This is an optimization exercise on Yosys and OpenROAD, whose aim is small area, a short achievable clock period and few clock cycles per item, not a production implementation.
In this exercise RTL edits were held to simulation tests only and were not proved equivalent to the original.

==> inputs of run a <==
==> flow/design.v (excerpt) <==
module conv_row_stationary_top (
  input  logic                     clk,
  input  logic                     rst_n,
  input  logic                     i_pix_we,
  input  conv_ctrl_pkg::row_idx_t  i_pix_row,
  input  conv_ctrl_pkg::col_idx_t  i_pix_col,
  input  conv_geom_pkg::pixel_t    i_pix_data,
  input  logic                     i_start,
  input  conv_geom_pkg::filter_t   i_filter,
  output logic                     o_busy,
  output logic                     o_valid,
  output conv_ctrl_pkg::grp_idx_t  o_grp,
  output conv_ctrl_pkg::col_idx_t  o_col,
  output conv_geom_pkg::osum_t     o_sum0,
  output conv_geom_pkg::osum_t     o_sum1,
  output conv_geom_pkg::osum_t     o_sum2,
  output logic                     o_done
);
==> module image_row_buffer, before the edit <==
module image_row_buffer (
  input  logic          clk,
  input  logic          rst_n,
  input  logic          i_we,         
  input  logic [2:0]    i_wr_row,
  input  logic [2:0]    i_wr_col,
  input  logic [7:0]    i_wr_data,
  output logic [2:0]    o_phase,
  output logic [319:0]  o_taps        
);
  logic [2:0]   ph;
  logic [2:0]   wslot;
  logic [511:0] img;                  
  assign o_phase = ph;
  assign wslot   = i_wr_col - ph - 3'd1;
  always_ff @(posedge clk or negedge rst_n)
  begin
    if (!rst_n)
      ph <= '0;
    else
      ph <= ph + 3'd1;
  end
  always_ff @(posedge clk)
  begin
    for (int r = 0; r < 8; r++)
      for (int s = 0; s < 8; s++)
        img[(r*8+s)*8 +: 8] <= ~((i_we && i_wr_row == 3'(r) && wslot == 3'(s)) ?
                                 ((s % 2 == 1) ? i_wr_data : ~i_wr_data) :
                                 img[(r*8+((s+1)%8))*8 +: 8]);
  end
  always_comb
  begin
    for (int r = 0; r < 8; r++)
      for (int s = 0; s < 5; s++)
        o_taps[(r*5+s)*8 +: 8] = img[(r*8+s)*8 +: 8];
  end
endmodule
Settings: LEC_CHECK=0, CAP_MARGIN=20, CORE_MARGIN=2, CORE_UTILIZATION=45, CTS_BUF_LIST=sky130_fd_sc_hd__clkbuf_8, SLEW_MARGIN=20, TNS_END_PERCENT=20; clock period 10.0 ns.
standard.sh (not shown) runs the stock make flow with config.mk's settings and CLKGATE_MAP_FILE= SYNTH_SCRIPT=/design/flow/synth_recipe.tcl, a recipe that flattens the netlist after the stock synthesis.
==> flow/flow/run.sh <==
#!/bin/bash
set -e
here=$(pwd)
{
  echo "include $here/config.mk"
  echo "export DONT_USE_CELLS += sky130_fd_sc_hd__a222oi_1 sky130_fd_sc_hd__a22oi_1"
  echo "export SETUP_SLACK_MARGIN = 6.55"
  echo "export BUFFER_PORTS_ARGS = -buffer_cell sky130_fd_sc_hd__buf_4"
} > flow_config.mk
bash standard.sh DESIGN_CONFIG=$here/flow_config.mk finish > standard.log 2>&1
==> inputs of run b, as changes to run a <==
--- a/flow/design.v
+++ b/flow/design.v
@@ -28,6 +28,7 @@
   logic [2:0]   ph;
-  logic [2:0]   wslot;
+  logic [2:0]   slot_col [8];         
+  logic [7:0]   wrow;
+  logic [7:0]   wcol;
   logic [511:0] img;                  
   assign o_phase = ph;
-  assign wslot   = i_wr_col - ph - 3'd1;
   always_ff @(posedge clk or negedge rst_n)
@@ -35,5 +36,21 @@
     if (!rst_n)
+    begin
       ph <= '0;
+      for (int s = 0; s < 8; s++)
+        slot_col[s] <= 3'(s + 1);
+    end
     else
+    begin
       ph <= ph + 3'd1;
+      for (int s = 0; s < 8; s++)
+        slot_col[s] <= slot_col[s] + 3'd1;
+    end
+  end
+  always_comb
+  begin
+    for (int i = 0; i < 8; i++)
+    begin
+      wrow[i] = i_we && i_wr_row == 3'(i);
+      wcol[i] = i_wr_col == slot_col[i];
+    end
   end
@@ -43,3 +60,3 @@
       for (int s = 0; s < 8; s++)
-        img[(r*8+s)*8 +: 8] <= ~((i_we && i_wr_row == 3'(r) && wslot == 3'(s)) ?
+        img[(r*8+s)*8 +: 8] <= ~((wrow[r] && wcol[s]) ?
                                  ((s % 2 == 1) ? i_wr_data : ~i_wr_data) :
--- a/flow/config.mk
+++ b/flow/config.mk
@@ -10,4 +10,2 @@
 export CORE_UTILIZATION = 45
-export CTS_BUF_LIST = sky130_fd_sc_hd__clkbuf_8
 export SLEW_MARGIN = 20
-export TNS_END_PERCENT = 20
==> comparison table <==
quantity	run b	run a
R2R Path Start	u_win.o_sel[42]	u_win.o_sel[104]
Clock network area share	5.80%	5.62%
Share of cells above drive strength 1	10.5%	11.4%
Result of the run	no timing/DRC/antenna violations	no timing/DRC/antenna violations
H-tree lvl count	4	5
Register bit count reported by yosys	1518	1494
Clock buffer instance count of the final layout	236	342
Worst setup timing slack at the placement stage	5.50 ns	5.01 ns
CTS root buffer	sky130_fd_sc_hd__clkbuf_16	sky130_fd_sc_hd__clkbuf_8
PnR worst setup slack	6.47 ns	6.37 ns
Library cell contributing the largest single delay on the critical path	sky130_fd_sc_hd__dfxtp_2	sky130_fd_sc_hd__dfrtp_2
Buffers excl. clock	446	454
Synthesized area per cell	10.0 sq um	9.97 sq um
Launching instance or port of the critical path	u_win.o_sel[42]	u_seq.o_busy
Effective utilization at floorplan	45.2%	45.3%
Sequential area share after synthesis	37.0%	36.6%
Mux contribution to synthesized area	5.62%	5.72%
CP max FO	16	3
GR met1 Demand/Resource	43.5%	45.9%
Fraction of standard cell area in multi-input logic	49.5%	49.8%
Post-detailed-route wirelength per cell	31.2 um	32.1 um
Total half-perimeter wirelength after legalization and detailed placement	240000 um	258000 um
Synthesis-to-layout area growth	12.0%	11.7%
Met3 routing resource usage after global routing	16.9%	16.8%
Testbench counts of run a, summed over its fixed seeds: cycles 7,352, runs 256.
Testbench counts of run b, summed over its fixed seeds: cycles 7,352, runs 256.

[port drivers added, routing unchanged]
Ports are ideal in the flow. The routed layouts listed here were re-timed in OpenROAD.
Step 1 sets driving cells, clkbuf_16 on the clock port and buf_2 on the other inputs (assumed; they add their load-dependent delay and slew).
Step 2 also shifts input and output timing later by t, the mid clock arrival at the registers, as if the neighbouring blocks saw the same clock.
Three values: ideal, step 1, step 2; two values: the first two.
| run | shift t [ns] | slack for setup (ns) | worst setup path at the end | worst register clock-pin slew, ns | worst data-port slew with drivers (ns) |
|---|---|---|---|---|---|
| run a | 1.143 | 6.368 / 6.278 / 5.335 | input to register | 0.07 / 0.07 | 0.13 |
| run b | 0.922 | 6.468 / 6.468 / 5.918 | input to register | 0.07 / 0.07 | 0.06 |
After both steps setup and hold are still met in every run listed. The setup slack of run a, which loses most, moves by -0.090 ns with the drivers and by -1.033 ns with both steps.
